Background: an optimization exercise with open tools, aiming at small area, a short achievable clock period and few clock cycles per item. Do not read the settings as production practice. The RTL was checked by simulation tests, not by an equivalence proof against the original design. Power is estimated from default activity; no workload was simulated.

==> design/flow/design.v <==
package alu_pkg;
    localparam int data_w  = 32;
    localparam int shamt_w = 5;
    localparam int op_w    = 6;
    localparam int ctl_w   = 12;
    localparam int queue_depth = 4;
    localparam int out_credits = 3;
    localparam int cnt_w       = 3;
    localparam int qptr_w      = 2;
    typedef enum logic [op_w-1:0] {
        alu_add   = 6'h00,
        alu_addu  = 6'h01,
        alu_sub   = 6'h02,
        alu_subu  = 6'h03,
        alu_and   = 6'h04,
        alu_or    = 6'h05,
        alu_xor   = 6'h06,
        alu_nor   = 6'h07,
        alu_slt   = 6'h08,
        alu_sltu  = 6'h09,
        alu_lui   = 6'h0a,
        alu_sll   = 6'h10,
        alu_srl   = 6'h11,
        alu_sra   = 6'h12,
        alu_sllv  = 6'h14,
        alu_srlv  = 6'h15,
        alu_srav  = 6'h16,
        alu_rotr  = 6'h18,
        alu_rotrv = 6'h19,
        alu_ins   = 6'h20,
        alu_ext   = 6'h21
    } alu_op_e;
endpackage
`timescale 1ns/1ps
import alu_pkg::*;
module alu_shift_unit
(
    input  logic [data_w-1:0]   src,
    input  logic [shamt_w-1:0]  amt_eff,
    input  logic                left,
    output logic [data_w-1:0]   result
);
    logic [data_w-1:0]  stage [shamt_w+1];
    assign stage[0] = left ? {src[0], src[data_w-1:1]} : src;
    for (genvar k = 0; k < shamt_w; k++) begin : g_stage
        for (genvar i = 0; i < data_w; i++) begin : g_bit
            assign stage[k+1][i] = amt_eff[k] ? stage[k][(i + (1 << k)) % data_w] : stage[k][i];
        end
    end
    assign result = stage[shamt_w];
endmodule
`timescale 1ns/1ps
import alu_pkg::*;
module alu_bitfield_unit
(
    input  logic                rotate,
    input  logic                left,
    input  logic                field,
    input  logic                is_ins,
    input  logic                sign_fill,
    input  logic [data_w-1:0]   b,
    input  logic [shamt_w-1:0]  amount,
    input  logic [shamt_w-1:0]  msb,
    input  logic [data_w-1:0]   rotated,
    output logic [data_w-1:0]   result
);
    logic [data_w-1:0] from_amt;
    logic [data_w-1:0] keep;
    logic [data_w-1:0] fill;
    always_comb begin
        for (int i = 0; i < data_w; i++) begin
            from_amt[i] = left ? (i >= amount) : ((data_w - 1 - i) >= amount);
            keep[i]     = rotate | (from_amt[i] & (~field | (i <= msb)));
            fill[i]     = is_ins ? b[i] : sign_fill;
        end
    end
    assign result = (rotated & keep) | (fill & ~keep);
endmodule
`timescale 1ns/1ps
import alu_pkg::*;
module alu_arith_unit
(
    input  logic                subtract,
    input  logic [data_w-1:0]   a,
    input  logic [data_w-1:0]   b,
    output logic [data_w-1:0]   sum,
    output logic                sum_ovf,
    output logic                lt_signed,
    output logic                lt_unsigned,
    output logic                great,
    output logic [data_w-1:0]   prop,
    output logic [data_w-1:0]   gen
);
    logic [data_w-1:0] b_eff, p, g;
    logic [data_w:0] c;    
    assign b_eff = b ^ {data_w{subtract}};
    assign p = a ^ b_eff;
    assign g = a & b_eff;
    assign prop = p;
    assign gen = g;
    logic [data_w-1:0] G [6];
    logic [data_w-1:0] P [6];
    assign G[0] = {g[data_w-1:1], g[0] | (p[0] & subtract)};
    assign P[0] = p;
    for (genvar l = 0; l < 5; l++) begin : g_l
        for (genvar i = 0; i < data_w; i++) begin : g_i
            if ((i >> l) & 1) begin : g_c
                localparam int j = ((i >> l) << l) - 1;
                assign G[l+1][i] = G[l][i] | (P[l][i] & G[l][j]);
                assign P[l+1][i] = P[l][i] & P[l][j];
            end else begin : g_p
                assign G[l+1][i] = G[l][i];
                assign P[l+1][i] = P[l][i];
            end
        end
    end
    assign c = {G[5], subtract};
    assign sum = p ^ c[data_w-1:0];
    assign sum_ovf = c[data_w] ^ c[data_w-1];
    assign lt_signed   = sum[data_w-1] ^ sum_ovf;
    assign lt_unsigned = ~c[data_w];
    assign great = $signed(a) > $signed(b);
endmodule
`timescale 1ns/1ps
import alu_pkg::*;
module alu_decode
(
    input  alu_pkg::alu_op_e    op,
    input  logic [shamt_w-1:0]  a_low,
    input  logic [shamt_w-1:0]  shamt,
    output logic [ctl_w-1:0]    ctl,
    output logic [shamt_w-1:0]  sh_amt,
    output logic [shamt_w-1:0]  amt_eff
);
    logic [op_w-1:0]   code;
    logic              is_field;
    logic              is_shift;
    logic              is_ins;
    logic              is_cmp;
    logic              is_logic;
    logic              is_arith;
    logic              is_lui;
    logic              subtract;
    logic              variable;
    logic              left;
    logic              rotate;
    logic              arith_sh;
    assign code     = op;
    assign is_field = code[5];
    assign is_ins   = code[5] & ~code[0];
    assign is_shift = code[5] | code[4] | is_lui;
    assign is_arith = ~code[5] & ~code[4] & ~code[3] & ~code[2];
    assign is_logic = ~code[5] & ~code[4] & ~code[3] &  code[2];
    assign is_cmp   = ~code[5] & ~code[4] &  code[3] & ~code[1];
    assign is_lui   = ~code[5] & ~code[4] &  code[3] &  code[1];
    assign subtract = ~code[2] & (code[1] | code[3]);
    assign variable = ~code[5] & (code[2] | (code[3] & code[0]));
    assign left     = (code[5] & ~code[0]) | (~code[5] & ~code[3] & ~code[1] & ~code[0]) | is_lui;
    assign rotate   = ~code[5] & code[4] & code[3];
    assign arith_sh = ~code[5] & ~code[3] & code[1];
    assign sh_amt  = is_lui ? shamt_w'(16) : (variable ? a_low : shamt);
    assign amt_eff = sh_amt ^ {shamt_w{left}};
    assign ctl = {is_field, is_ins, is_shift, is_arith, is_logic, is_cmp,
                  subtract, left, rotate, arith_sh, code[1:0]};
endmodule
module alu_core
(
    input  logic [ctl_w-1:0]    ctl,
    input  logic [data_w-1:0]   a,
    input  logic [data_w-1:0]   b,
    input  logic [shamt_w-1:0]  sh_amt,
    input  logic [shamt_w-1:0]  amt_eff,
    input  logic [shamt_w-1:0]  rd,
    output logic [data_w-1:0]   result,
    output logic                great,
    output logic                overflow
);
    logic              is_field;
    logic              is_shift;
    logic              is_ins;
    logic              is_cmp;
    logic              is_logic;
    logic              is_arith;
    logic              subtract;
    logic              left;
    logic              rotate;
    logic              arith_sh;
    logic [1:0]        logic_op;
    logic [data_w-1:0] sum;
    logic              sum_ovf;
    logic              lt_signed;
    logic              lt_unsigned;
    logic [data_w-1:0] sh_src;
    logic [data_w-1:0] rotated;
    logic [data_w-1:0] shift_res;
    logic [data_w-1:0] logic_res;
    logic [data_w-1:0] prop;
    logic [data_w-1:0] gen;
    assign {is_field, is_ins, is_shift, is_arith, is_logic, is_cmp,
            subtract, left, rotate, arith_sh, logic_op} = ctl;
    alu_arith_unit arith_i (
        .subtract    (subtract),
        .a           (a),
        .b           (b),
        .sum         (sum),
        .sum_ovf     (sum_ovf),
        .lt_signed   (lt_signed),
        .lt_unsigned (lt_unsigned),
        .great       (great),
        .prop        (prop),
        .gen         (gen)
    );
    assign sh_src = is_field ? a : b;
    alu_shift_unit shift_i (
        .src    (sh_src),
        .amt_eff (amt_eff),
        .left    (left),
        .result (rotated)
    );
    alu_bitfield_unit field_i (
        .rotate    (rotate),
        .left      (left),
        .field     (is_field),
        .is_ins    (is_ins),
        .sign_fill (arith_sh & b[data_w-1]),
        .b         (b),
        .amount    (sh_amt),
        .msb       (rd),
        .rotated   (rotated),
        .result    (shift_res)
    );
    always_comb begin
        case (logic_op)
            2'b00:   logic_res = gen;
            2'b01:   logic_res = prop | gen;
            2'b10:   logic_res = prop;
            default: logic_res = ~(prop | gen);
        endcase
    end
    assign result =
        ({data_w{is_arith}} & sum) |
        ({data_w{is_logic}} & logic_res) |
        ({data_w{is_shift}} & shift_res) |
        {{(data_w-1){1'b0}}, is_cmp & (logic_op[0] ? lt_unsigned : lt_signed)};
    assign overflow = sum_ovf & is_arith & ~logic_op[0];
endmodule
`timescale 1ns/1ps
import alu_pkg::*;
module alu_issue_queue
(
    input  logic                clk,
    input  logic                arst_n,
    input  logic                op_valid,
    output logic                in_credit,
    input  logic                out_credit,
    output logic                out_valid
);
    logic              full;
    logic [cnt_w-2:0]  credits;
    assign out_valid = full & (credits != '0);
    assign in_credit = out_credit;
    always_ff @(posedge clk or negedge arst_n) begin
        if (!arst_n) begin
            full    <= 1'b0;
            credits <= (cnt_w-1)'(out_credits);
        end else begin
            full <= op_valid | (full & ~out_valid);
            case ({out_credit, out_valid})
                2'b10:   credits <= credits + (cnt_w-1)'(1);
                2'b01:   credits <= credits - (cnt_w-1)'(1);
                default: credits <= credits;
            endcase
        end
    end
endmodule
`timescale 1ns/1ps
import alu_pkg::*;
module alu_exec_top
(
    input  logic                clk,
    input  logic                arst_n,
    input  logic                in_valid,
    input  alu_pkg::alu_op_e             in_op,
    input  logic [data_w-1:0]   in_a,
    input  logic [data_w-1:0]   in_b,
    input  logic [shamt_w-1:0]  in_shamt,
    input  logic [shamt_w-1:0]  in_rd,
    output logic                in_credit,
    output logic                out_valid,
    output logic [data_w-1:0]   out_result,
    output logic                out_zero,
    output logic                out_great,
    output logic                out_overflow,
    input  logic                out_credit
);
    logic [ctl_w-1:0]    in_ctl;
    logic [shamt_w-1:0]  in_sh_amt;
    logic [shamt_w-1:0]  in_amt_eff;
    logic                op_valid;
    logic [ctl_w-1:0]    op_ctl;
    logic [data_w-1:0]   op_a;
    logic [data_w-1:0]   op_b;
    logic [shamt_w-1:0]  op_sh_amt;
    logic [shamt_w-1:0]  op_amt_eff;
    logic [shamt_w-1:0]  op_rd;
    logic [data_w-1:0]   next_result;
    logic                next_great;
    logic                next_overflow;
    alu_decode decode_i (
        .op      (in_op),
        .a_low   (in_a[shamt_w-1:0]),
        .shamt   (in_shamt),
        .ctl     (in_ctl),
        .sh_amt  (in_sh_amt),
        .amt_eff (in_amt_eff)
    );
    always_ff @(posedge clk or negedge arst_n) begin
        if (!arst_n) begin
            op_valid <= 1'b0;
        end else begin
            op_valid <= in_valid;
        end
    end
    always_ff @(posedge clk) begin
        op_ctl     <= in_ctl;
        op_a       <= in_a;
        op_b       <= in_b;
        op_sh_amt  <= in_sh_amt;
        op_amt_eff <= in_amt_eff;
        op_rd      <= in_rd;
    end
    alu_issue_queue ctrl_i (
        .clk        (clk),
        .arst_n     (arst_n),
        .op_valid   (op_valid),
        .in_credit  (in_credit),
        .out_credit (out_credit),
        .out_valid  (out_valid)
    );
    alu_core core_i (
        .ctl      (op_ctl),
        .a        (op_a),
        .b        (op_b),
        .sh_amt   (op_sh_amt),
        .amt_eff  (op_amt_eff),
        .rd       (op_rd),
        .result   (next_result),
        .great    (next_great),
        .overflow (next_overflow)
    );
    always_ff @(posedge clk) begin
        if (op_valid) begin
            out_result   <= next_result;
            out_great    <= next_great;
            out_overflow <= next_overflow;
        end
    end
    assign out_zero = (out_result == '0);
endmodule
==> design/flow/flow/run.sh <==
#!/bin/bash
# Standard layout, with two changes: the port buffers the standard flow
# adds are a plain buf_1 instead of the slow delay buffer buffer_ports
# picks, and the buffers ABC adds are removed before timing repair.
set -euo pipefail
export BUFFER_PORTS_ARGS="-buffer_cell sky130_fd_sc_hd__buf_1"
export REMOVE_ABC_BUFFERS=1
bash standard.sh > standard_flow.log 2>&1
==> design/flow/standard.sh <==
#!/bin/bash
# synth_recipe.tcl (not shown) runs the flow's synth.tcl, then flattens the netlist and writes it again
# the make line also repeats each setting of config.mk as NAME=value (left out here)
make -C /OpenROAD-flow-scripts/flow DESIGN_CONFIG=/design/flow/config.mk WORK_HOME=/design/flow/orfs CLKGATE_MAP_FILE= SYNTH_SCRIPT=/design/flow/synth_recipe.tcl "${@:-finish}"
==> design/flow/config.mk <==
export PLATFORM = sky130hd
export DESIGN_NAME = alu_exec_top
export DESIGN_NICKNAME = alu_exec_top
export VERILOG_FILES = /design/flow/design.v
export SDC_FILE = /design/flow/constraint.sdc
export NUM_CORES = 4
export LEC_CHECK = 0
export ABC_AREA = 1
export CAP_MARGIN = 20
export CORE_MARGIN = 2
export CORE_UTILIZATION = 50
export SETUP_SLACK_MARGIN = 3.5
export SLEW_MARGIN = 20
==> design/flow/constraint.sdc <==
create_clock -name core_clock -period 7.0 [get_ports {clk}]
set_input_delay 1.4000 -clock core_clock [delete_from_list [all_inputs] [get_ports {clk}]]
set_output_delay 1.4000 -clock core_clock [all_outputs]
set_load 0.01 [all_outputs]
==> results of run 1 <==
## cell families (layout without fill, tap and decap cells)
group	after synthesis	after routing	synth area share [%]
fa+ha+maj	102	102	10.80
flops	129	129	24.22
compound gates	249	249	12.70
buf+inv	327	402	11.13
simple gates	1019	1019	38.33
xor+xnor	39	39	2.809
## timing repair
action / 4_1_cts / 5_1_grt
gates resized for setup: 4 / 2
setup endpoints to repair: 1 / 2
setup buffers: 0 / 0
## final timing paths
kind                               start  cells after the start  slack (ps)                 to
max                        out_result[9]                      4        3570           out_zero
min                             op_valid                      1         480        ctrl_i.full
max reg2reg                    op_ctl[5]                     16        3770     out_result[17]
min reg2reg                     op_valid                      1         480        ctrl_i.full
max in group asynchronous         arst_n                      1        5990  ctrl_i.credits[1]
min in group asynchronous         arst_n                      1         770        ctrl_i.full
## state kept, by name (all words and copies together), names as in the netlist
| name | cells |
|---|---|
| ctrl_i.credits | 2 |
| ctrl_i.full | 1 |
| op_a | 32 |
| op_amt_eff | 5 |
| op_b | 32 |
| op_ctl | 12 |
| op_rd | 5 |
| op_sh_amt | 5 |
| op_valid | 1 |
| out_great | 1 |
| out_overflow | 1 |
| out_result | 32 |
## through the flow
stage | setup WS, ps | hold WS [ps] | instances | power (W) | utilization, %
after CTS | 3529 | 485.5 | 2264 | 0.003192 | 55.07
after floorplan | 3277 | 482.2 | 1770 | 0.001852 | -
after detailed placement | 3531 | 469.1 | 2232 | 0.002294 | 52.62
after global placement | 3511 | 454.1 | 2232 | 0.002285 | 52.62
after global routing | 3512 | 512.0 | 2264 | 0.003406 | 55.10
final | 3571 | 479.5 | 2264 | 0.003211 | 55.10
## Yosys cell counts (all sizes together) (6+ instances only)
master	n
nand2	392
xnor2	32
a31oi	18
nor2	79
a22oi	8
o221ai	10
a21oi	74
nand3b	10
o22ai	8
o21ai	72
buf	53
nand3	507
clkbuf	42
nor4	10
dfxtp	91
ha	97
o2111ai	20
edfxtp	34
nor3	9
inv	231
xor2	7
o211ai	12
nand4	6
## power by group through the flow
stage	registers, W	clock network, W	logic [W]
final	0.000948	0.000890	0.00137
after global routing	0.000957	0.000933	0.00152
after CTS	0.000946	0.000901	0.00135
after detailed placement	0.000958	0	0.00134
after global placement	0.000958	0	0.00133
after floorplan	0.000996	0	0.000855
## per-layer routing
layer,GRT usage [%],vias to the layer above,share of wire (%)
met5,0,-,0
met4,16.42,0,4.6
met3,3.922,121,7.8
met2,57.95,710,45
met1,47.87,6180,43
li1,-,6486,-
## final cells by class
type / count / share of cell area, %
multi-input cells: 1409 / 59.44
flip-flops and latches: 129 / 22.22
inverters: 232 / 6.632
repair buffers: 138 / 4.408
clock buffers: 17 / 3.203
well taps: 324 / 3.052
clock inverters: 15 / 1.046
==> flow_summary_export.csv, run 1 <==
group,metric,value,unit
status,status,"timing/DRC/antenna clean",
route,wl_per_cell,20.16,microns
timing,skew,14.39,ps
setup_path,required,5600,ps
yosys,yosys.area.top_type,"nand3_1",
floorplan,die_w,159.9,microns
route,vias,13497,
clock_network,clk_latency,440,ps
yosys,synthFlopType,"dfxtp_1",
yosys,synthCells,1865,
finish,multi_input_area,7895,sq um
setup_path,cp-start-kind,"flop",
setup_path,crit_type,"flop to output pin",
yosys,synth-seq-cells,129,
floorplan,rows,57,
finish,layout_commonest_cell,"nand3_1",
place,dpl_cell_area,12680,sq um
timing,slew_viol_final,0,
pwr,p_per_area,241.8,nW/um^2
floorplan,ioPinCount,121,
floorplan,core,24110,sq um
route,drtAntennaViolNets,0,
timing,worst_pin_slew,1134,ps
route,firstDrtPassIters,8,
setup_path,cpPeakStageDelay,550,ps
timing,fin_crit,3429,ps
global_routing,antenna_found_initial,0,
pwr,ir_drop,0.0001430,V
setup_path,path_buf_inv,1,
timing,tns,0,ps
clock_network,cts_buffers,17,
timing,setup_violations,0,
global_routing,grt_pass1_vias,12595,
worst_hold_path,min_path_type,"flop to flop",
yosys,yosysSeqAreaShare,24.22,%
route,drcViolationCount,0,
route,viasPerCell,5.962,
job,drv_cap,0,
floorplan,start_util,50.44,%
place,hpwl,34540,microns
place,portBuffers,120,
global_routing,gr-total-overflow,0,
setup_path,cp.arrival,2030,ps
finish,nets,2113,
finish,regArea,2952,sq um
timing,hold_violations,0,
finish,fillCellCount,2471,
pwr,swShare,44.94,%
place,place.gp.congestion,0.9872,
global_routing,grt_max_degree,55,
pwr,clockPowerShare,27.7,%
timing,relSlewSlack,24.34,%
pwr,p_switching,0.001443,W
finish,syn2layout_area_growth,9.240,%
pwr,power_frac_seq,29.5,%
setup_path,path_delay_family,"simple AND/OR/NAND/NOR gates",
finish,drive_gt1_share,5.309,%
setup_path,end_kind,"output pin",
yosys,syn_area_per_cell,6.520,sq um
pwr,combinationalPowerShare,42.8,%
global_routing,grt_use_total,35.71,%
floorplan,dieArea,25580,sq um
yosys,ys_warn_count,9,
finish,fin_area,13280,sq um
pwr,p_leak,6.305,nW
clock_network,cts-htree-levels,4,
finish,n_antenna_cell,0,
timing,fmax,291.6,MHz
clock_network,clockBufferDepth,2,
clock_network,cts_tree,"yes",
clock_network,path_clk_slew,70,ps
floorplan,die_h,159.9,microns
setup_path,worst_path_max_delay_cell,"nor4_2",
clock_network,cts-hold-fix-buffers,0,
timing,rsz0062_at_grt,"false",
route,first_iter_violations,1737,
yosys,synth_cell_types,57,
yosys,synth_area_leaders,"nand3_1 21%, dfxtp_1 15%, nand2_1 11%",
timing,period_share,48.99,%
route,routed_wirelength,45650,microns
yosys,synth_area,12160,sq um
global_routing,grt_first_pass_wirelength,70990,microns
yosys,synth-async-reset-ratio,3.101,%
setup_path,crit_path_max_fanout,2,
clock_network,cts_sinks,129,
yosys,synth-edff-count,34,
yosys,synth.top_cell.area_share,20.70,%
setup_path,crit_chain,"nor4_2, nand4_1, nor2_1, buf_1",
finish,final_cell_mix,"503 x nand3_1, 370 x nand2_1, 227 x inv_1",
clock_network,cts-root-buf,"clkbuf_16",
pwr,p_int,0.001768,W
Testbench counts, summed over its fixed seeds: cycles 9,616, items 9,600.
==> run 2, diff against run 1 <==
--- a/design/flow/config.mk
+++ b/design/flow/config.mk
@@ -10,4 +10,4 @@
 export CORE_MARGIN = 2
 export CORE_UTILIZATION = 50
-export SETUP_SLACK_MARGIN = 3.5
+export SETUP_SLACK_MARGIN = 4.3
 export SLEW_MARGIN = 20
==> flow_summary_export.csv, run 2 <==
group,metric,value,unit
yosys,synth-edff-count,34,
timing,worst_pin_slew,1132,ps
finish,reg_top3,"op_a x32, op_b x32, out_result x32",
route,vias,14296,
setup_path,reg2regPathDepth,13,
clock_network,cts_tree,"yes",
setup_path,crit_type,"flop to output pin",
timing,skew,13.95,ps
finish,nets,2178,
finish,final_cells,2329,
pwr,ir_drop,0.0001834,V
timing,tns,0,ps
clock_network,cts_buffers,17,
yosys,yosysSeqAreaShare,24.22,%
setup_path,crit_path_max_fanout,2,
global_routing,grt_use_total,36.66,%
setup_path,end_kind,"output pin",
status,status,"timing/DRC/antenna clean",
global_routing,antenna_found_initial,1,
worst_hold_path,min_path_type,"flop to flop",
place,placed_cells,2232,
finish,n_antenna_cell,0,
setup_path,required,5600,ps
clock_network,cts_sinks,129,
yosys,yosys.area.top_type,"nand3_1",
floorplan,rows,57,
pwr,p_per_area,234.0,nW/um^2
setup_path,crit-reg2reg-launch,"op_ctl[5]",
yosys,synth.top_cell.area_share,20.70,%
clock_network,cts-root-buf,"clkbuf_16",
worst_hold_path,hold_depth,1,
timing,setup_violations,0,
route,first_iter_violations,1892,
clock_network,clockBufferDepth,2,
finish,drive_gt1_share,17.36,%
route,routed_wirelength,50420,microns
place,place.gp.congestion,0.9872,
finish,multi_input_area,9173,sq um
job,drv_cap,0,
yosys,synthFlopType,"dfxtp_1",
pwr,p_leak,7.042,nW
finish,final_cell_mix,"465 x nand3_1, 333 x nand2_1, 208 x inv_1",
yosys,synthMostInstantiatedCell,"nand3_1",
timing,hold_ws,480.3,ps
route,drtAntennaViolNets,0,
setup_path,cp.arrival,1870,ps
route,firstDrtPassIters,7,
setup_path,cp-start-kind,"flop",
yosys,synth_area_leaders,"nand3_1 21%, dfxtp_1 15%, nand2_1 11%",
place,dpl_cell_area,12680,sq um
global_routing,grt_pass1_vias,13003,
clock_network,cts-htree-levels,4,
yosys,syn_area_per_cell,6.520,sq um
worst_hold_path,min_from,"op_valid",
yosys,ys_warn_count,9,
global_routing,grt_max_degree,55,
place,hpwl,34540,microns
timing,relSlewSlack,24.53,%
route,drcViolationCount,0,
timing,fmax,305.9,MHz
timing,rsz0062_at_grt,"true",
timing,slew_viol_final,0,
finish,layout_commonest_cell,"nand3_1",
global_routing,grt_first_pass_wirelength,72980,microns
floorplan,die_h,159.9,microns
route,wl_per_cell,21.65,microns
finish,fillCellCount,2168,
yosys,synth_area,12160,sq um
worst_hold_path,min_to,"ctrl_i.full",
finish,regArea,2953,sq um
global_routing,gr-total-overflow,0,
yosys,synth-seq-cells,129,
yosys,synth_cell_types,57,
yosys,synth_top_cells_by_count,"503 x nand3_1, 370 x nand2_1, 227 x inv_1, 97 x ha_1, 91 x dfxtp_1",
timing,period_share,46.70,%
timing,fin_crit,3269,ps
floorplan,start_util,50.44,%
place,portBuffers,120,
clock_network,clk_latency,440,ps
setup_path,timing.reg2reg.setup_slack,4130,ps
route,viasPerCell,6.138,
clock_network,path_clk_slew,70,ps
floorplan,die_w,159.9,microns
yosys,synthCells,1865,
finish,syn2layout_area_growth,25.54,%
finish,fin_area,15260,sq um
floorplan,core,24110,sq um
floorplan,dieArea,25580,sq um
setup_path,reg2reg_to,"out_result[17]",
yosys,synth-async-reset-ratio,3.101,%
timing,hold_violations,0,
floorplan,ioPinCount,121,
run 2: cell count changes in the layout (fill, tap and decap cells not counted), sizes merged:
cell | before | now
clkinvlp | 2 | 9
clkbuf | 17 | 19
inv | 242 | 237
buf | 138 | 198
clkinv | 3 | 4
run 2: timing repair:
item,4_1_cts,5_1_grt
endpoints found under the setup margin,35,36
pin swaps,27,110
cloned,1,4
gates resized for setup,76,211
buffers inserted,28,32
hold buffers,0,0
run 2: worst max-delay path by stage:
stage	from	endpoint	slack, ps	cells after the start
after floorplan	op_ctl[5]	out_result[17]	3280	13
after global placement	out_result[0]	out_zero	3510	4
after detailed placement	op_ctl[5]	out_result[17]	3530	16
after CTS	out_result[1]	out_zero	3750	4
after global routing	out_result[10]	out_zero	3680	4
final	out_result[1]	out_zero	3730	4
run 2: through the flow:
stage,total power (W),setup WS (ps),utilization [%]
after floorplan,0.001852,3277,-
after global placement,0.002285,3511,52.62
after detailed placement,0.002294,3531,52.62
after CTS,0.003283,3751,57.29
after global routing,0.003752,3680,63.32
final,0.003572,3731,63.32
run 2: worst max-delay path, cell delays in order (launching register included):
cell and delay [ps]:
edfxtp_1 430, nor4_4 450, nand4_1 260, nor2_1 150
buf_2 140
run 2: cell families after synthesis:
| kind of cell | count (synthesis) | share of synthesized area (%) |
|---|---|---|
| compound gates | 249 | 12.70 |
| xor+xnor | 39 | 2.809 |
| fa+ha+maj | 102 | 10.80 |
| buf+inv | 327 | 11.13 |
| flops | 129 | 24.22 |
| simple gates | 1019 | 38.33 |
run 2: routing by layer:
metal  vias to the layer above  share of wire [%]  GRT usage, %  wire, microns
li1                       6631                  -             -              -
met1                      6597                 39         48.05          19720
met2                       847                 45         59.74          22910
met3                       219                9.1         4.857           4597
met4                         2                6.3         17.85           3171
met5                         -              0.024             0             12
run 2: area by class of cell:
cell class / count / share of cell area, %
multi-input cells: 1409 / 60.09
clock inverters: 15 / 0.9098
flip-flops and latches: 129 / 19.34
inverters: 232 / 5.992
clock buffers: 17 / 2.787
repair inverters: 3 / 0.1475
well taps: 324 / 2.656
repair buffers: 200 / 8.074
run 2: power by group:
group	total (W)	internal, W	switching [W]	leakage (nW)
combinational	0.00172	0.000614	0.00110	5.62
clock	0.000899	0.000471	0.000428	0.275
sequential	0.000956	0.000865	0.0000912	1.14
==> run 3, diff against run 2 <==
--- a/design/flow/config.mk
+++ b/design/flow/config.mk
@@ -10,4 +10,4 @@
 export CORE_MARGIN = 2
 export CORE_UTILIZATION = 50
-export SETUP_SLACK_MARGIN = 4.3
+export SETUP_SLACK_MARGIN = 4.05
 export SLEW_MARGIN = 20
==> flow_summary_export.csv, run 3 <==
group,metric,value,unit
finish,fillCellCount,2428,
yosys,synthFlopType,"dfxtp_1",
setup_path,crit_chain,"nor4_4, nand4_1, nor2_1, buf_2",
yosys,synthMostInstantiatedCell,"nand3_1",
clock_network,cts_sinks,129,
pwr,p_int,0.001807,W
finish,reg_top3,"op_a x32, op_b x32, out_result x32",
yosys,synth_top_cells_by_count,"503 x nand3_1, 370 x nand2_1, 227 x inv_1, 97 x ha_1, 91 x dfxtp_1",
yosys,synth-seq-cells,129,
pwr,clockPowerShare,27.1,%
pwr,p_per_area,240.2,nW/um^2
place,place.gp.congestion,0.9872,
pwr,p_leak,6.469,nW
route,drtAntennaViolNets,0,
timing,tns,0,ps
clock_network,cts-hold-fix-buffers,0,
global_routing,grt_first_pass_wirelength,71550,microns
timing,skew,14.36,ps
timing,fmax,306.1,MHz
route,routed_wirelength,46790,microns
pwr,power_frac_seq,28.9,%
timing,setup_violations,0,
yosys,synthCells,1865,
setup_path,cp.arrival,1870,ps
finish,n_antenna_cell,0,
clock_network,cts-htree-levels,4,
timing,slew_viol_final,0,
clock_network,clockBufferDepth,2,
global_routing,met2_usage,58.42,%
clock_network,cts_tree,"yes",
setup_path,cpPeakStageDelay,540,ps
yosys,syn_area_per_cell,6.520,sq um
route,wl_per_cell,20.49,microns
clock_network,cts_buffers,17,
clock_network,clk_latency,440,ps
yosys,yosysSeqAreaShare,24.22,%
pwr,p_switching,0.001486,W
global_routing,antenna_found_initial,0,
floorplan,die_h,159.9,microns
yosys,synth-edff-count,34,
setup_path,crit_path_max_fanout,2,
yosys,synth.top_cell.area_share,20.70,%
floorplan,die_w,159.9,microns
timing,rsz0062_at_grt,"true",
floorplan,ioPinCount,121,
finish,fin_area,13710,sq um
clock_network,path_clk_slew,70,ps
yosys,synth_area,12160,sq um
setup_path,end_kind,"output pin",
route,firstDrtPassIters,8,
setup_path,crit_type,"flop to output pin",
global_routing,met3_usage,3.818,%
global_routing,grt_pass1_vias,12678,
setup_path,worst_path_max_delay_cell,"edfxtp_1",
finish,syn2layout_area_growth,12.78,%
route,drcViolationCount,0,
status,status,"timing/DRC/antenna clean",
timing,hold_violations,0,
job,drv_cap,0,
finish,regArea,2953,sq um
yosys,synth-async-reset-ratio,3.101,%
route,viasPerCell,5.993,
pwr,combinationalPowerShare,44.0,%
setup_path,path_buf_inv,1,
route,vias,13681,
yosys,yosys.area.top_type,"nand3_1",
finish,final_cell_mix,"503 x nand3_1, 365 x nand2_1, 221 x inv_1",
yosys,synth_cell_types,57,
setup_path,required,5600,ps
floorplan,dieArea,25580,sq um
yosys,ys_warn_count,9,
timing,period_share,46.67,%
place,dpl_cell_area,12680,sq um
place,hpwl,34540,microns
floorplan,rows,57,
finish,drive_gt1_share,8.321,%
worst_hold_path,min_path_type,"flop to flop",
finish,layout_commonest_cell,"nand3_1",
route,first_iter_violations,1650,
pwr,ir_drop,0.0001419,V
pwr,swShare,45.13,%
floorplan,start_util,50.44,%
floorplan,core,24110,sq um
finish,multi_input_area,8119,sq um
timing,relSlewSlack,27.64,%
global_routing,use_met1,48.19,%
setup_path,cp-start-kind,"flop",
global_routing,grt_max_degree,55,
place,portBuffers,120,
global_routing,gr-total-overflow,0,
finish,nets,2132,
timing,fin_crit,3267,ps
pwr,power,0.003294,W
global_routing,grt_use_total,35.96,%
setup_path,path_delay_family,"simple AND/OR/NAND/NOR gates",
timing,worst_pin_slew,1084,ps
global_routing,busiest_layer,"met2",
yosys,synth_area_leaders,"nand3_1 21%, dfxtp_1 15%, nand2_1 11%",
clock_network,cts-root-buf,"clkbuf_16",
-- run 3: timing repair --
item | CTS | global route
hold endpoints to repair | 0 | 0
gates resized for setup | 19 | 45
setup buffers | 9 | 8
setup endpoints to repair | 22 | 30
cloned | 0 | 2
pin swaps | 8 | 18
-- run 3: area by class of cell --
type	count	area share [%]
clock buffers	17	3.102
inverters	232	6.524
multi-input cells	1409	59.21
clock inverters	15	1.013
well taps	324	2.956
repair buffers	156	5.611
flip-flops and latches	129	21.53
repair inverters	1	0.05474
-- run 3: metrics by stage --
stage / hold slack (ps) / setup WS [ps] / cells / util (%)
after floorplan: 482.2 / 3277 / 1770 / -
after global placement: 454.1 / 3511 / 2232 / 52.62
after detailed placement: 469.1 / 3531 / 2232 / 52.62
after CTS: 485.5 / 3751 / 2273 / 55.72
after global routing: 512.0 / 3679 / 2283 / 56.89
final: 481.2 / 3733 / 2283 / 56.89
-- run 3: final timing paths --
path	startpoint	end	slack, ps	cells past startpoint
hold reg to reg	op_valid	ctrl_i.full	480	1
setup / recovery	out_result[0]	out_zero	3730	4
min in group asynchronous	arst_n	op_valid	770	1
max in group asynchronous	arst_n	ctrl_i.credits[1]	5990	1
setup reg to reg	op_amt_eff[0]	out_result[18]	4110	10
hold / removal	op_valid	ctrl_i.full	480	1
-- run 3: power groups by stage --
stage | Sequential, W | Clock (W) | Combinational [W]
global placement | 0.000958 | 0 | 0.00133
global route | 0.000961 | 0.000932 | 0.00159
detailed placement | 0.000958 | 0 | 0.00134
floorplan | 0.000996 | 0 | 0.000855
finish | 0.000953 | 0.000891 | 0.00145
CTS | 0.000949 | 0.000901 | 0.00137
-- run 3: kinds of logic (layout without fill, tap and decap cells) --
group / Yosys count / count (layout) / share of synthesized area, %
simple gates: 1019 / 1019 / 38.33
flops: 129 / 129 / 24.22
fa+ha+maj: 102 / 102 / 10.80
compound gates: 249 / 249 / 12.70
buf+inv: 327 / 421 / 11.13
xor+xnor: 39 / 39 / 2.809
-- run 3: layer usage --
metal	part of all wire (%)	vias up
li1	-	6536
met1	42	6282
met2	45	734
met3	8.1	129
met4	4.9	0
met5	0	-
==> run 4, diff against run 3 <==
--- a/design/flow/config.mk
+++ b/design/flow/config.mk
@@ -10,4 +10,4 @@
 export CORE_MARGIN = 2
 export CORE_UTILIZATION = 50
-export SETUP_SLACK_MARGIN = 4.05
+export SETUP_SLACK_MARGIN = 3.7
 export SLEW_MARGIN = 20
==> flow_summary_export.csv, run 4 <==
group,metric,value,unit
pwr,power_frac_seq,29.5,%
place,portBuffers,120,
timing,rsz0062_at_grt,"true",
global_routing,grt_use_total,35.72,%
global_routing,gr-total-overflow,0,
finish,drive_gt1_share,5.613,%
setup_path,cp-start-kind,"flop",
pwr,p_switching,0.001450,W
clock_network,cts_tree,"yes",
yosys,synth.top_cell.area_share,20.70,%
yosys,ys_warn_count,9,
pwr,ir_drop,0.0001442,V
timing,fmax,304.2,MHz
timing,hold_violations,0,
timing,worst_pin_slew,1127,ps
job,drv_cap,0,
clock_network,cts-hold-fix-buffers,0,
pwr,swShare,45.00,%
clock_network,cts-root-buf,"clkbuf_16",
yosys,synthMostInstantiatedCell,"nand3_1",
finish,reg_top3,"op_a x32, op_b x32, out_result x32",
pwr,clockPowerShare,27.7,%
floorplan,rows,57,
timing,slew_viol_final,0,
route,firstDrtPassIters,14,
route,drcViolationCount,0,
yosys,synth_area,12160,sq um
pwr,combinationalPowerShare,42.9,%
setup_path,crit-reg2reg-launch,"op_ctl[5]",
timing,tns,0,ps
setup_path,cpPeakStageDelay,540,ps
yosys,synth-async-reset-ratio,3.101,%
finish,syn2layout_area_growth,9.735,%
setup_path,crit_type,"flop to output pin",
yosys,synth-edff-count,34,
floorplan,die_w,159.9,microns
timing,period_share,46.96,%
worst_hold_path,min_from,"op_valid",
setup_path,timing.reg2reg.setup_slack,3870,ps
global_routing,grt_first_pass_wirelength,71020,microns
yosys,yosysSeqAreaShare,24.22,%
clock_network,cts_buffers,17,
worst_hold_path,hold_depth,1,
global_routing,grt_pass1_vias,12616,
yosys,synthFlopType,"dfxtp_1",
yosys,synthCells,1865,
floorplan,die_h,159.9,microns
setup_path,cp.arrival,1890,ps
setup_path,reg2regPathDepth,16,
yosys,syn_area_per_cell,6.520,sq um
yosys,synth_cell_types,57,
finish,final_cell_mix,"503 x nand3_1, 370 x nand2_1, 227 x inv_1",
setup_path,worst_path_max_delay_cell,"edfxtp_1",
clock_network,cts-htree-levels,4,
route,routed_wirelength,45820,microns
pwr,p_leak,6.327,nW
timing,relSlewSlack,24.80,%
finish,layout_commonest_cell,"nand3_1",
setup_path,end_kind,"output pin",
yosys,synth_top_cells_by_count,"503 x nand3_1, 370 x nand2_1, 227 x inv_1, 97 x ha_1, 91 x dfxtp_1",
finish,nets,2115,
place,hpwl,34540,microns
global_routing,antenna_found_initial,0,
worst_hold_path,min_to,"ctrl_i.full",
status,status,"timing/DRC/antenna clean",
route,viasPerCell,5.955,
timing,fin_crit,3287,ps
route,first_iter_violations,1690,
pwr,p_int,0.001772,W
yosys,yosys.area.top_type,"nand3_1",
route,drtAntennaViolNets,0,
floorplan,core,24110,sq um
setup_path,required,5600,ps
yosys,synth-seq-cells,129,
yosys,synth_area_leaders,"nand3_1 21%, dfxtp_1 15%, nand2_1 11%",
worst_hold_path,min_path_type,"flop to flop",
setup_path,path_delay_family,"simple AND/OR/NAND/NOR gates",
clock_network,path_clk_slew,70,ps
setup_path,reg2reg_to,"out_result[17]",
setup_path,crit_path_max_fanout,2,
clock_network,clockBufferDepth,2,
pwr,p_per_area,241.5,nW/um^2
clock_network,cts_sinks,129,
timing,skew,15.37,ps
place,place.gp.congestion,0.9872,
setup_path,path_buf_inv,1,
route,vias,13494,
finish,n_antenna_cell,0,
clock_network,clk_latency,440,ps
route,wl_per_cell,20.22,microns
timing,setup_violations,0,
floorplan,start_util,50.44,%
floorplan,dieArea,25580,sq um
floorplan,ioPinCount,121,
setup_path,crit_chain,"nor4_4, nand4_1, nor2_1, buf_2",
timing,hold_ws,479.7,ps
global_routing,grt_max_degree,55,
run 4: worst max-delay path by stage:
stage	to	slack (ps)	from	depth (start not counted)
2_1_floorplan	out_result[17]	3280	op_ctl[5]	13
3_3_place_gp	out_zero	3510	out_result[0]	4
3_5_place_dp	out_result[17]	3530	op_ctl[5]	16
4_1_cts	out_zero	3610	out_result[0]	4
5_1_grt	out_zero	3650	out_result[1]	4
6_report	out_zero	3710	out_result[0]	4
run 4: routing by layer:
| metal | global-route usage (%) | part of all wire, % | up-vias |
|---|---|---|---|
| li1 | - | - | 6493 |
| met5 | 0 | 0 | - |
| met3 | 3.922 | 7.7 | 125 |
| met2 | 57.83 | 45 | 679 |
| met4 | 16.79 | 4.7 | 0 |
| met1 | 47.87 | 42 | 6197 |
run 4: kinds of logic (layout without fill, tap and decap cells):
group	after synthesis	in the layout	share of synthesized area, %
AO/OA/AOI/OAI	249	249	12.70
XOR/XNOR	39	39	2.809
adder cells (fa/ha/maj)	102	102	10.80
buffers and inverters	327	404	11.13
flip-flops	129	129	24.22
AND/OR/NAND/NOR	1019	1019	38.33
run 4: layout make-up:
type	count	area [sq um]
fillers	2467	10760
multi-input cells	1409	7925
flip-flops and latches	129	2953
inverters	232	880.8
repair buffers	140	614.3
clock buffers	17	425.4
well taps	324	405.4
clock inverters	15	138.9
run 4: per-stage QoR:
stage                     power (W)  area (sq um)  util (%)  cells  worst slack, ps
final                      0.003222         13340     55.35   2266             3713
after global placement     0.002285         12680     52.62   2232             3511
after floorplan            0.001852         11690         -   1770             3277
after CTS                  0.003192         13280     55.08   2264             3606
after global routing       0.003416         13340     55.35   2266             3654
after detailed placement   0.002294         12680     52.62   2232             3531
run 4: power by group through the flow:
stage               clock, W  sequential (W)  combinational [W]
finish              0.000891        0.000950            0.00138
global route        0.000933        0.000959            0.00152
CTS                 0.000901        0.000946            0.00135
detailed placement         0        0.000958            0.00134
global placement           0        0.000958            0.00133
floorplan                  0        0.000996           0.000855
run 4: repair_timing:
item / 4_1_cts / 5_1_grt
endpoints found under the hold margin: 0 / 0
pin swaps: 0 / 4
setup buffers: 0 / 2
gates resized for setup: 5 / 8
endpoints found under the setup margin: 2 / 3
run 4: worst reg2reg max path: stages, from the launching register on:
cell and delay, ps:
dfxtp_4 350, buf_12 160, xnor2_1 160, ha_1 330
nand2_1 70, nand2_1 70, nand2_1 80, inv_1 110
nand2_2 80, o211ai_4 130, nand2_2 120, nand2_4 220
inv_1 100, fa_1 380, or2_2 300, a32oi_1 190
nand2_1 70
==> run 5, diff against run 4 <==
--- a/design/flow/config.mk
+++ b/design/flow/config.mk
@@ -10,4 +10,4 @@
 export CORE_MARGIN = 2
 export CORE_UTILIZATION = 50
-export SETUP_SLACK_MARGIN = 3.7
+export SETUP_SLACK_MARGIN = 3.9
 export SLEW_MARGIN = 20
==> flow_summary_export.csv, run 5 <==
group,metric,value,unit
setup_path,crit_path_max_fanout,2,
setup_path,reg2regPathDepth,14,
yosys,synthMostInstantiatedCell,"nand3_1",
finish,nets,2116,
route,vias,13592,
pwr,power,0.003238,W
job,drv_cap,0,
global_routing,gr-total-overflow,0,
place,portBuffers,120,
timing,slew_viol_final,0,
yosys,yosys.area.top_type,"nand3_1",
global_routing,grt_max_degree,55,
finish,reg_top3,"op_a x32, op_b x32, out_result x32",
worst_hold_path,hold_depth,1,
place,hpwl,34540,microns
route,drtAntennaViolNets,0,
floorplan,core,24110,sq um
floorplan,start_util,50.44,%
finish,n_antenna_cell,0,
timing,skew,14.06,ps
global_routing,antenna_found_initial,0,
setup_path,cp-start-kind,"flop",
yosys,synthFlopType,"dfxtp_1",
yosys,synth_top_cells_by_count,"503 x nand3_1, 370 x nand2_1, 227 x inv_1, 97 x ha_1, 91 x dfxtp_1",
finish,multi_input_area,7950,sq um
timing,rsz0062_at_grt,"true",
pwr,p_leak,6.331,nW
yosys,synth-async-reset-ratio,3.101,%
pwr,p_per_area,241.8,nW/um^2
pwr,swShare,45.19,%
clock_network,path_clk_slew,70,ps
pwr,p_int,0.001775,W
finish,regArea,2953,sq um
yosys,synth_cell_types,57,
clock_network,cts_tree,"yes",
floorplan,ioPinCount,121,
clock_network,cts_sinks,129,
finish,layout_commonest_cell,"nand3_1",
global_routing,grt_pass1_vias,12639,
yosys,yosysSeqAreaShare,24.22,%
yosys,synth_area,12160,sq um
yosys,synth-edff-count,34,
finish,fillCellCount,2467,
yosys,synth.top_cell.area_share,20.70,%
pwr,p_switching,0.001463,W
clock_network,cts-root-buf,"clkbuf_16",
timing,fmax,305.4,MHz
setup_path,crit_type,"flop to output pin",
yosys,syn_area_per_cell,6.520,sq um
setup_path,required,5600,ps
timing,fin_crit,3274,ps
worst_hold_path,min_path_type,"flop to flop",
floorplan,die_h,159.9,microns
global_routing,grt_use_total,35.82,%
timing,tns,0,ps
clock_network,cts-hold-fix-buffers,0,
setup_path,end_kind,"output pin",
place,placed_cells,2232,
yosys,synth_area_leaders,"nand3_1 21%, dfxtp_1 15%, nand2_1 11%",
route,first_iter_violations,1744,
floorplan,rows,57,
route,firstDrtPassIters,6,
floorplan,die_w,159.9,microns
pwr,power_frac_seq,29.4,%
pwr,combinationalPowerShare,43.0,%
setup_path,cp.arrival,1870,ps
timing,hold_violations,0,
timing,relSlewSlack,27.20,%
timing,layout_setup_ws,3726,ps
status,status,"timing/DRC/antenna clean",
route,drcViolationCount,0,
timing,setup_violations,0,
route,routed_wirelength,46150,microns
global_routing,grt_first_pass_wirelength,71240,microns
route,viasPerCell,5.996,
finish,drive_gt1_share,5.919,%
yosys,ys_warn_count,9,
pwr,clockPowerShare,27.6,%
route,wl_per_cell,20.36,microns
timing,worst_pin_slew,1091,ps
timing,period_share,46.77,%
place,place.gp.congestion,0.9872,
yosys,synthCells,1865,
finish,syn2layout_area_growth,10.12,%
clock_network,clk_latency,440,ps
pwr,ir_drop,0.0001448,V
clock_network,cts_buffers,17,
clock_network,clockBufferDepth,2,
finish,final_cells,2267,
yosys,synth-seq-cells,129,
clock_network,cts-htree-levels,4,
place,place_ws,3531,ps
floorplan,dieArea,25580,sq um
finish,final_cell_mix,"503 x nand3_1, 370 x nand2_1, 226 x inv_1",
run 5: layout make-up:
cell class / instances / share of cell area [%]
Timing Repair inverter: 1 / 0.05607
Tap cell: 324 / 3.028
Clock buffer: 17 / 3.177
Inverter: 232 / 6.654
Multi-Input combinational cell: 1409 / 59.38
Clock inverter: 15 / 1.037
Timing Repair Buffer: 140 / 4.616
Sequential cell: 129 / 22.05
run 5: per-stage QoR:
step / hold slack, ps / util (%) / area [sq um]
after floorplan: 482.2 / - / 11690
after global placement: 454.1 / 52.62 / 12680
after detailed placement: 469.1 / 52.62 / 12680
after CTS: 485.5 / 55.35 / 13340
after global routing: 512.0 / 55.54 / 13390
final: 479.9 / 55.54 / 13390
run 5: path summary, 6_finish.rpt:
check	start	slack, ps	endpoint
max in group asynchronous	arst_n	5990	ctrl_i.credits[1]
min in group asynchronous	arst_n	770	ctrl_i.full
worst min-delay path	op_valid	480	ctrl_i.full
worst max-delay path	out_result[0]	3730	out_zero
worst max register to register	op_ctl[5]	3930	out_result[17]
worst min register to register	op_valid	480	ctrl_i.full
run 5: logic make-up (layout without fill, tap and decap cells):
kind of cell,Yosys count,count (layout),share of synthesized area (%)
xor gates and xnor gates,39,39,2.809
AOI/OAI and AO/OA,249,249,12.70
buffers and inverters,327,405,11.13
and+or+nand+nor,1019,1019,38.33
adders and majority gates,102,102,10.80
DFF,129,129,24.22
run 5: repair_timing:
action	CTS	global route
endpoints found under the hold margin	0	0
buffers inserted	2	0
setup endpoints to repair	14	15
gates resized for setup	11	11
cloned	0	1
pin swaps	3	1
run 5: power groups by stage:
stage	registers, W	logic (W)	clock network [W]
final	0.000951	0.00139	0.000893
after global routing	0.000960	0.00153	0.000933
after CTS	0.000948	0.00135	0.000901
after detailed placement	0.000958	0.00134	0
after global placement	0.000958	0.00133	0
after floorplan	0.000996	0.000855	0
run 5: layer usage:
metal | global-route usage [%] | vias to the layer above | part of all wire [%]
met3 | 3.792 | 135 | 7.9
met1 | 48.07 | 6240 | 42
met4 | 16.95 | 0 | 4.9
met5 | 0 | - | 0
li1 | - | 6495 | -
met2 | 57.97 | 722 | 45
run 5: worst max-delay path: stages (launching register included):
cell and delay (ps):
edfxtp_1 540, nor4_4 350, nand4_1 250, nor2_1 150, buf_2 140
==> run 6, diff against run 5 <==
--- a/design/flow/config.mk
+++ b/design/flow/config.mk
@@ -10,4 +10,6 @@
 export CORE_MARGIN = 2
 export CORE_UTILIZATION = 50
+export CTS_CLUSTER_DIAMETER = 150
+export CTS_CLUSTER_SIZE = 40
 export SETUP_SLACK_MARGIN = 3.9
 export SLEW_MARGIN = 20
==> flow_summary_export.csv, run 6 <==
group,metric,value,unit
clock_network,cts_sinks,129,
pwr,power,0.003238,W
route,vias,13592,
finish,syn2layout_area_growth,10.12,%
finish,layout_commonest_cell,"nand3_1",
global_routing,antenna_found_initial,0,
yosys,synth-async-reset-ratio,3.101,%
yosys,synth-edff-count,34,
finish,final_cells,2267,
global_routing,grt_first_pass_wirelength,71240,microns
floorplan,rows,57,
setup_path,path_buf_inv,1,
clock_network,cts_tree,"yes",
setup_path,cp-start-kind,"flop",
place,place.gp.congestion,0.9872,
clock_network,clockBufferDepth,2,
yosys,synthFlopType,"dfxtp_1",
yosys,synthCells,1865,
global_routing,gr-total-overflow,0,
route,wl_per_cell,20.36,microns
finish,final_cell_mix,"503 x nand3_1, 370 x nand2_1, 226 x inv_1",
setup_path,crit_chain,"nor4_4, nand4_1, nor2_1, buf_2",
yosys,syn_area_per_cell,6.520,sq um
setup_path,cp.depth,4,
setup_path,crit_path_max_fanout,2,
route,drtAntennaViolNets,0,
yosys,synthMostInstantiatedCell,"nand3_1",
timing,worst_pin_slew,1091,ps
yosys,synth.top_cell.area_share,20.70,%
job,drv_cap,0,
timing,slew_viol_final,0,
route,routed_wirelength,46150,microns
route,viasPerCell,5.996,
yosys,yosys.area.top_type,"nand3_1",
route,drcViolationCount,0,
timing,rsz0062_at_grt,"true",
timing,tns,0,ps
finish,drive_gt1_share,5.919,%
timing,fmax,305.4,MHz
setup_path,reg2regPathDepth,14,
timing,relSlewSlack,27.20,%
clock_network,cts-root-buf,"clkbuf_16",
global_routing,grt_pass1_vias,12639,
status,status,"timing/DRC/antenna clean",
worst_hold_path,min_path_type,"flop to flop",
setup_path,cpPeakStageDelay,540,ps
setup_path,cp.arrival,1870,ps
yosys,synth_area_leaders,"nand3_1 21%, dfxtp_1 15%, nand2_1 11%",
setup_path,end_kind,"output pin",
finish,n_antenna_cell,0,
place,hpwl,34540,microns
clock_network,cts-hold-fix-buffers,0,
yosys,yosysSeqAreaShare,24.22,%
timing,skew,14.06,ps
floorplan,ioPinCount,121,
timing,hold_violations,0,
finish,reg_top3,"op_a x32, op_b x32, out_result x32",
floorplan,die_w,159.9,microns
global_routing,grt_use_total,35.82,%
route,firstDrtPassIters,6,
route,first_iter_violations,1744,
clock_network,cts-htree-levels,4,
floorplan,dieArea,25580,sq um
setup_path,path_delay_family,"simple AND/OR/NAND/NOR gates",
timing,setup_violations,0,
setup_path,crit_type,"flop to output pin",
global_routing,grt_max_degree,55,
floorplan,core,24110,sq um
worst_hold_path,hold_depth,1,
place,placed_cells,2232,
yosys,ys_warn_count,9,
clock_network,path_clk_slew,70,ps
finish,utilization,55.54,%
setup_path,worst_path_max_delay_cell,"edfxtp_1",
timing,hold_ws,479.9,ps
yosys,synth_area,12160,sq um
pwr,p_per_area,241.8,nW/um^2
finish,nets,2116,
floorplan,die_h,159.9,microns
clock_network,cts_buffers,17,
clock_network,clk_latency,440,ps
yosys,synth_top_cells_by_count,"503 x nand3_1, 370 x nand2_1, 227 x inv_1, 97 x ha_1, 91 x dfxtp_1",
floorplan,start_util,50.44,%
place,portBuffers,120,
timing,fin_crit,3274,ps
yosys,synth_cell_types,57,
pwr,ir_drop,0.0001448,V
yosys,synth-seq-cells,129,
setup_path,required,5600,ps
pwr,p_leak,6.331,nW
timing,period_share,46.77,%
-- run 6: logic make-up (layout without fill, tap and decap cells) --
family | count (synthesis) | after routing | share of synthesized area [%]
simple gates | 1019 | 1019 | 38.33
buf+inv | 327 | 405 | 11.13
compound gates | 249 | 249 | 12.70
flops | 129 | 129 | 24.22
fa+ha+maj | 102 | 102 | 10.80
xor+xnor | 39 | 39 | 2.809
-- run 6: power breakdown --
part	total [W]	switching, W	internal [W]	leakage (nW)
Combinational	0.00139	0.000955	0.000439	4.91
Sequential	0.000951	0.0000859	0.000865	1.14
Clock	0.000893	0.000423	0.000471	0.275
-- run 6: layout make-up --
| cell class | instances | area, sq um |
|---|---|---|
| fillers | 2467 | 10720 |
| inverters | 232 | 890.9 |
| multi-input cells | 1409 | 7950 |
| clock buffers | 17 | 425.4 |
| repair inverters | 1 | 7.507 |
| well taps | 324 | 405.4 |
| clock inverters | 15 | 138.9 |
| repair buffers | 140 | 618.1 |
| flip-flops and latches | 129 | 2953 |
-- run 6: final timing paths --
kind / startpoint / slack, ps / endpoint
max: out_result[0] / 3730 / out_zero
min: op_valid / 480 / ctrl_i.full
max reg2reg: op_ctl[5] / 3930 / out_result[17]
min reg2reg: op_valid / 480 / ctrl_i.full
max in group asynchronous: arst_n / 5990 / ctrl_i.credits[1]
min in group asynchronous: arst_n / 770 / ctrl_i.full
-- run 6: per-layer routing --
layer | GRT usage (%) | vias to the layer above | routed length (microns)
met5 | 0 | - | 0
met4 | 16.95 | 0 | 2284
met3 | 3.792 | 135 | 3656
met2 | 57.97 | 722 | 20700
met1 | 48.07 | 6240 | 19510
li1 | - | 6495 | -
-- run 6: what timing repair did --
action                                  4_1_cts  5_1_grt
endpoints found under the setup margin       14       15
setup buffers                                 2        0
gates resized for setup                      11       11
hold endpoints to repair                      0        0
pin swaps                                     3        1
cloned                                        0        1
-- run 6: through the flow --
step                      worst slack, ps  cell area (sq um)
after CTS                            3751              13340
final                                3726              13390
after global routing                 3679              13390
after global placement               3511              12680
after detailed placement             3531              12680
after floorplan                      3277              11690

-- what the ideal ports hide --
No port has a modelled driver above. Below, the same layouts with a new extraction and two added sets of constraints.
Step 1 (the two cells are an assumption about what drives the block):
set clk [get_ports {clk}]
set_driving_cell -lib_cell sky130_fd_sc_hd__clkbuf_16 $clk
set_driving_cell -lib_cell sky130_fd_sc_hd__buf_2 [delete_from_list [all_inputs] $clk]
Step 2 also shifts input and output timing later by t, the mid clock arrival at the registers, as if the neighbouring blocks saw the same clock.
a / b / c = ideal ports / drivers / drivers and shift; a / b = the first two.
run | t, ns | slack for setup (ns) | worst setup path after step 2 | worst data-port slew with drivers (ns)
run 1 | 0.481 | 3.571 / 3.519 / 3.772 | register to register | 0.04
run 2 | 0.481 | 3.731 / 3.680 / 3.966 | input to output | 0.05
run 3 | 0.478 | 3.733 / 3.683 / 3.966 | input to output | 0.04
run 4 | 0.481 | 3.713 / 3.659 / 3.873 | register to register | 0.04
run 5 | 0.479 | 3.726 / 3.675 / 3.934 | register to register | 0.04
run 6 | 0.479 | 3.726 / 3.675 / 3.934 | register to register | 0.04
After both steps setup and hold are still met in every run listed.
